Context: an optimization exercise on an open-source flow, tuned for small area, a short achievable clock period and few clock cycles per item. The choices shown serve that exercise and are no tape-out recipe. The RTL was checked by simulation tests, not by an equivalence proof against the original design.

==> flow/design.v <==
module hilo_muldiv_unit #(
  parameter int WIDTH      = 32,
  parameter int MUL_STAGES = 2
) (
  input  logic               clk,
  input  logic               rst,
  input  logic               start,
  input  logic [2:0]         op,
  input  logic [WIDTH-1:0]   a,
  input  logic [WIDTH-1:0]   b,
  input  logic               flush,
  output logic               busy,
  output logic               done,
  output logic               div_by_zero,
  output logic [WIDTH-1:0]   hi,
  output logic [WIDTH-1:0]   lo
);
  localparam logic [2:0] OP_MULT  = 3'd1;
  localparam logic [2:0] OP_MULTU = 3'd2;
  localparam logic [2:0] OP_DIV   = 3'd3;
  localparam logic [2:0] OP_DIVU  = 3'd4;
  localparam logic [2:0] OP_MTHI  = 3'd5;
  localparam logic [2:0] OP_MTLO  = 3'd6;
  typedef enum logic [3:0] {
    S_IDLE = 4'd0,
    S_MUL  = 4'd1,    
    S_MCOR = 4'd2,    
    S_DSW  = 4'd3,    
    S_DNA  = 4'd4,    
    S_DNB  = 4'd5,    
    S_NORM = 4'd6,    
    S_DIT  = 4'd7,    
    S_NQ   = 4'd8,    
    S_NR   = 4'd9     
  } state_t;
  state_t       state_q, state_d;
  logic         busy_q, busy_d;
  logic         done_q, done_d;
  logic         dz_q, dz_d;
  logic [31:0]  hi_q, lo_q;
  logic         hi_en, lo_en;
  logic [31:0]  hi_d, lo_d;
  logic [5:0]   cnt_q, cnt_d;
  logic         sgn_q, qneg_q, rneg_q;
  logic         qneg_d, rneg_d, sgn_d;
  logic [31:0]  x_q, x_d;      
  logic [32:0]  ph_q, ph_d;    
  logic [31:0]  pl_q, pl_d;    
  logic         pb_q, pb_d;    
  assign busy        = busy_q;
  assign done        = done_q;
  assign div_by_zero = dz_q;
  assign hi          = hi_q;
  assign lo          = lo_q;
  logic        gate_a;
  logic        ext;
  logic [2:0]  dg [4];          
  logic [13:0] ctl_q, ctl_d;
  logic        ga_n, ext_n;
  logic [2:0]  dn [4];
  logic [40:0] av, xs, nb;
  logic [40:0] pp [4];
  logic [40:0] t1, c1, t2, c2, t3, c3, t4, c4;
  logic [41:0] sum_w;
  logic [40:0] s;
  always_comb begin
    av = gate_a ? 41'd0 : {{8{ph_q[32]}}, ph_q};
    xs = {{9{ext}}, x_q};
    nb = 41'd0;
    for (int i = 0; i < 4; i++) begin
      pp[i] = ((({41{dg[i][0]}} & xs) | ({41{dg[i][1]}} & {xs[39:0], 1'b0}))
               ^ {41{dg[i][2]}}) << (2 * i);
      nb[2 * i] = dg[i][2];
    end
    t1 = av ^ pp[0] ^ pp[1];
    c1 = ((av & pp[0]) | (av & pp[1]) | (pp[0] & pp[1])) << 1;
    t2 = pp[2] ^ pp[3] ^ nb;
    c2 = ((pp[2] & pp[3]) | (pp[2] & nb) | (pp[3] & nb)) << 1;
    t3 = t1 ^ c1 ^ t2;
    c3 = ((t1 & c1) | (t1 & t2) | (c1 & t2)) << 1;
    t4 = t3 ^ c3 ^ c2;
    c4 = ((t3 & c3) | (t3 & c2) | (c3 & c2)) << 1;
    sum_w = {t4, 1'b1} + {c4, 1'b0};
    s  = sum_w[41:1];
  end
  function automatic logic [5:0] clz32(input logic [31:0] v);
    logic [5:0] n;
    n = 6'd32;
    for (int i = 0; i < 32; i++) begin
      if (v[i]) n = 6'd31 - i[5:0];
    end
    clz32 = n;
  endfunction
  logic [5:0]  zx, zp;
  logic [5:0]  sh_amt;
  logic        x_zero;
  logic        a_lt_b;
  logic [31:0] x_norm;
  logic        ge;
  logic        op_valid, accept, is_mul, is_div, op_sgn;
  always_comb begin
    zx     = clz32(x_q);
    zp     = clz32(ph_q[31:0]);
    x_zero = (x_q == 32'd0);
    sh_amt = (zx > zp) ? (zx - zp) : 6'd0;
    a_lt_b = (zx < zp);    
    x_norm = x_q << sh_amt[4:0];
    ge     = ~s[40];
  end
  always_comb begin
    op_valid = (op != 3'd0) && (op != 3'd7);
    accept   = start && !busy_q && !flush && op_valid;
    is_mul   = (op == OP_MULT) || (op == OP_MULTU);
    is_div   = (op == OP_DIV) || (op == OP_DIVU);
    op_sgn   = (op == OP_MULT) || (op == OP_DIV);
  end
  function automatic logic [2:0] booth(input logic b2, input logic b1, input logic b0);
    logic o, w, n;
    o = b1 ^ b0;
    w = (b2 & ~b1 & ~b0) | (~b2 & b1 & b0);
    n = b2;
    booth = {n, w, o};
  endfunction
  always_comb begin
    state_d = state_q;
    busy_d  = busy_q;
    done_d  = 1'b0;
    dz_d    = 1'b0;
    cnt_d   = cnt_q;
    qneg_d  = qneg_q;
    rneg_d  = rneg_q;
    hi_en   = 1'b0;
    lo_en   = 1'b0;
    hi_d    = ph_d[31:0];
    lo_d    = pl_d;
    x_d     = x_q;
    ph_d    = ph_q;
    pl_d    = pl_q;
    pb_d    = pb_q;
    {gate_a, ext, dg[0], dg[1], dg[2], dg[3]} = ctl_q;
    unique case (state_q)
      S_IDLE: begin
        x_d  = b;
        ph_d = {1'b0, a};
        pl_d = a;
        pb_d = 1'b0;
        cnt_d = 6'd3;
        if (accept) begin
          if (op == OP_MTHI) begin
            hi_d   = a;
            hi_en  = 1'b1;
            done_d = 1'b1;
          end else if (op == OP_MTLO) begin
            lo_d   = a;
            lo_en  = 1'b1;
            done_d = 1'b1;
          end else if (is_mul) begin
            state_d = S_MUL;
            busy_d  = 1'b1;
          end else if (op == OP_DIV && a[31]) begin
            state_d = S_DSW;
            busy_d  = 1'b1;
          end else if (op == OP_DIV && b[31]) begin
            state_d = S_DNB;
            busy_d  = 1'b1;
          end else begin
            state_d = S_NORM;
            busy_d  = 1'b1;
          end
        end
      end
      S_MUL: begin
        ph_d  = s[40:8];
        pl_d  = {s[7:0], pl_q[31:8]};
        pb_d  = pl_q[7];
        cnt_d = cnt_q - 6'd1;
        if (cnt_q == 6'd0) begin
          if (sgn_q || !pl_q[7]) begin
            hi_en   = 1'b1;
            lo_en   = 1'b1;
            done_d  = 1'b1;
            state_d = S_IDLE;
            busy_d  = 1'b0;
          end else begin
            state_d = S_MCOR;
          end
        end
      end
      S_MCOR: begin
        ph_d    = s[32:0];
        hi_en   = 1'b1;
        lo_en   = 1'b1;
        done_d  = 1'b1;
        state_d = S_IDLE;
        busy_d  = 1'b0;
      end
      S_DSW: begin
        x_d     = pl_q;    
        pl_d    = x_q;     
        state_d = S_DNA;
      end
      S_DNA: begin
        ph_d    = s[32:0];
        x_d     = pl_q;
        state_d = pl_q[31] ? S_DNB : S_NORM;
      end
      S_DNB: begin
        x_d     = s[31:0];
        state_d = S_NORM;
      end
      S_NORM: begin
        if (x_zero) begin
          done_d  = 1'b1;
          dz_d    = 1'b1;
          state_d = S_IDLE;
          busy_d  = 1'b0;
        end else if (a_lt_b) begin
          pl_d = 32'd0;
          if (rneg_q) begin
            x_d     = ph_q[31:0];
            state_d = S_NR;
          end else begin
            hi_en   = 1'b1;
            lo_en   = 1'b1;
            done_d  = 1'b1;
            state_d = S_IDLE;
            busy_d  = 1'b0;
          end
        end else begin
          x_d     = x_norm;
          cnt_d   = sh_amt;
          pl_d    = 32'd0;
          state_d = S_DIT;
        end
      end
      S_DIT: begin
        ph_d  = ge ? s[32:0] : ph_q;
        pl_d  = {pl_q[30:0], ge};
        x_d   = {1'b0, x_q[31:1]};
        cnt_d = cnt_q - 6'd1;
        if (cnt_q == 6'd0) begin
          if (qneg_q || rneg_q) begin
            x_d     = pl_d;
            state_d = S_NQ;
          end else begin
            hi_en   = 1'b1;
            lo_en   = 1'b1;
            done_d  = 1'b1;
            state_d = S_IDLE;
            busy_d  = 1'b0;
          end
        end
      end
      S_NQ: begin
        pl_d    = s[31:0];
        x_d     = ph_q[31:0];
        state_d = S_NR;
      end
      S_NR: begin
        ph_d    = s[32:0];
        hi_en   = 1'b1;
        lo_en   = 1'b1;
        done_d  = 1'b1;
        state_d = S_IDLE;
        busy_d  = 1'b0;
      end
      default: begin
        state_d = S_IDLE;
        busy_d  = 1'b0;
      end
    endcase
    sgn_d = (state_q == S_IDLE) ? op_sgn : sgn_q;
    if (state_q == S_IDLE) begin
      qneg_d = (op == OP_DIV) && (a[31] ^ b[31]);
      rneg_d = (op == OP_DIV) && a[31];
    end
    if (busy_q && flush) begin
      state_d = S_IDLE;
      busy_d  = 1'b0;
      hi_en   = 1'b0;
      lo_en   = 1'b0;
      done_d  = 1'b0;
      dz_d    = 1'b0;
    end
    ga_n  = 1'b0;
    ext_n = 1'b0;
    for (int i = 0; i < 4; i++) dn[i] = 3'b000;
    unique case (state_d)
      S_MUL: begin
        ga_n  = (state_q == S_IDLE);
        ext_n = sgn_d & ((state_q == S_IDLE) ? b[31] : x_q[31]);
        dn[0] = booth(pl_d[1], pl_d[0], pb_d);
        dn[1] = booth(pl_d[3], pl_d[2], pl_d[1]);
        dn[2] = booth(pl_d[5], pl_d[4], pl_d[3]);
        dn[3] = booth(pl_d[7], pl_d[6], pl_d[5]);
      end
      S_MCOR: dn[0] = 3'b001;
      S_DNA: begin
        ga_n  = 1'b1;
        ext_n = 1'b1;
        dn[0] = 3'b101;
      end
      S_DNB: begin
        ga_n = 1'b1;
        dn[0] = 3'b101;
      end
      S_DIT: dn[0] = 3'b101;
      S_NQ: begin
        ga_n = 1'b1;
        dn[0] = {qneg_d, 2'b01};
      end
      S_NR: begin
        ga_n = 1'b1;
        dn[0] = {rneg_d, 2'b01};
      end
      default: ;
    endcase
    ctl_d = {ga_n, ext_n, dn[0], dn[1], dn[2], dn[3]};
  end
  always_ff @(posedge clk or posedge rst) begin
    if (rst) begin
      state_q <= S_IDLE;
      ctl_q   <= 14'd0;
      busy_q  <= 1'b0;
      done_q  <= 1'b0;
      dz_q    <= 1'b0;
      hi_q    <= 32'd0;
      lo_q    <= 32'd0;
    end else begin
      state_q <= state_d;
      ctl_q   <= ctl_d;
      busy_q  <= busy_d;
      done_q  <= done_d;
      dz_q    <= dz_d;
      if (hi_en) hi_q <= hi_d;
      if (lo_en) lo_q <= lo_d;
    end
  end
  always_ff @(posedge clk) begin
    x_q    <= x_d;
    ph_q   <= ph_d;
    pl_q   <= pl_d;
    pb_q   <= pb_d;
    cnt_q  <= cnt_d;
    qneg_q <= qneg_d;
    rneg_q <= rneg_d;
    sgn_q  <= sgn_d;
  end
endmodule
clock: 12.5 ns
lec_check: 0
cap_margin: 20
core_margin: 2
core_utilization: 40
slew_margin: 20
tns_end_percent: 0
standard.sh (not shown) runs the stock make flow with config.mk's settings and CLKGATE_MAP_FILE= SYNTH_SCRIPT=/design/flow/synth_recipe.tcl, a recipe that flattens the netlist after the stock synthesis.
==> flow/flow/run.sh <==
#!/bin/bash
# Standard ORFS layout, asking repair_timing for extra setup slack so that
# the achieved period is optimised rather than just the 12.5 ns target.
set -euo pipefail
bash standard.sh SETUP_SLACK_MARGIN=8.0 finish > standard_flow.log 2>&1
Testbench counts at the start, summed over its fixed seeds: cycles 23,003, items 4,800.
==> next run, changes <==
--- a/flow/design.v
+++ b/flow/design.v
@@ -95,5 +95,4 @@
   logic [5:0]  sh_amt;
   logic        x_zero;
-  logic        a_lt_b;
   logic [31:0] x_norm;
   logic        ge;
@@ -104,5 +103,4 @@
     x_zero = (x_q == 32'd0);
     sh_amt = (zx > zp) ? (zx - zp) : 6'd0;
-    a_lt_b = (zx < zp);    
     x_norm = x_q << sh_amt[4:0];
     ge     = ~s[40];
@@ -215,16 +213,4 @@
           state_d = S_IDLE;
           busy_d  = 1'b0;
-        end else if (a_lt_b) begin
-          pl_d = 32'd0;
-          if (rneg_q) begin
-            x_d     = ph_q[31:0];
-            state_d = S_NR;
-          end else begin
-            hi_en   = 1'b1;
-            lo_en   = 1'b1;
-            done_d  = 1'b1;
-            state_d = S_IDLE;
-            busy_d  = 1'b0;
-          end
         end else begin
           x_d     = x_norm;
Outcome: Wire length came out lower by 7.1%. Synthesized area goes down by 3.6%. Sequential share of layout area goes up by 0.82 points. Worst setup slack degrades by 110 ps. First-iteration DRC count decreases by 3.8%. Maximum frequency goes down by 1.9%. Global-route usage went down by 2.0 points. Design area fell by 4.2%. Worst hold slack degrades by 29 ps.
Testbench counts after the change, summed over its fixed seeds: cycles 23,721, items 4,800.

[what the ideal ports hide]
The flow's constraints put no driver on any port. The routed layouts listed below were extracted and timed again, unchanged, in two steps. Step 1 assumes that a clkbuf_16 drives the clock port and a buf_2 every other input. Step 2 also shifts input and output timing later by t, the mid clock arrival at the registers, as if the neighbouring blocks saw the same clock. a / b / c = no drivers / after step 1 / after step 2; a / b = the first two.
run	t (ns)	setup WS [ns]	worst setup path at the end	clock arrival spread, ns	pins driven straight from the clock port
the first run	0.524	6.961 / 6.961 / 6.961	register to register	0.020 / 0.020	1
the second run	0.510	6.855 / 6.855 / 6.601	input to register	0.013 / 0.013	1
After both steps setup and hold are still met in every run listed. For the second run, which loses most, drivers alone change the setup slack by 0.000 ns; drivers and shift together by -0.254 ns.
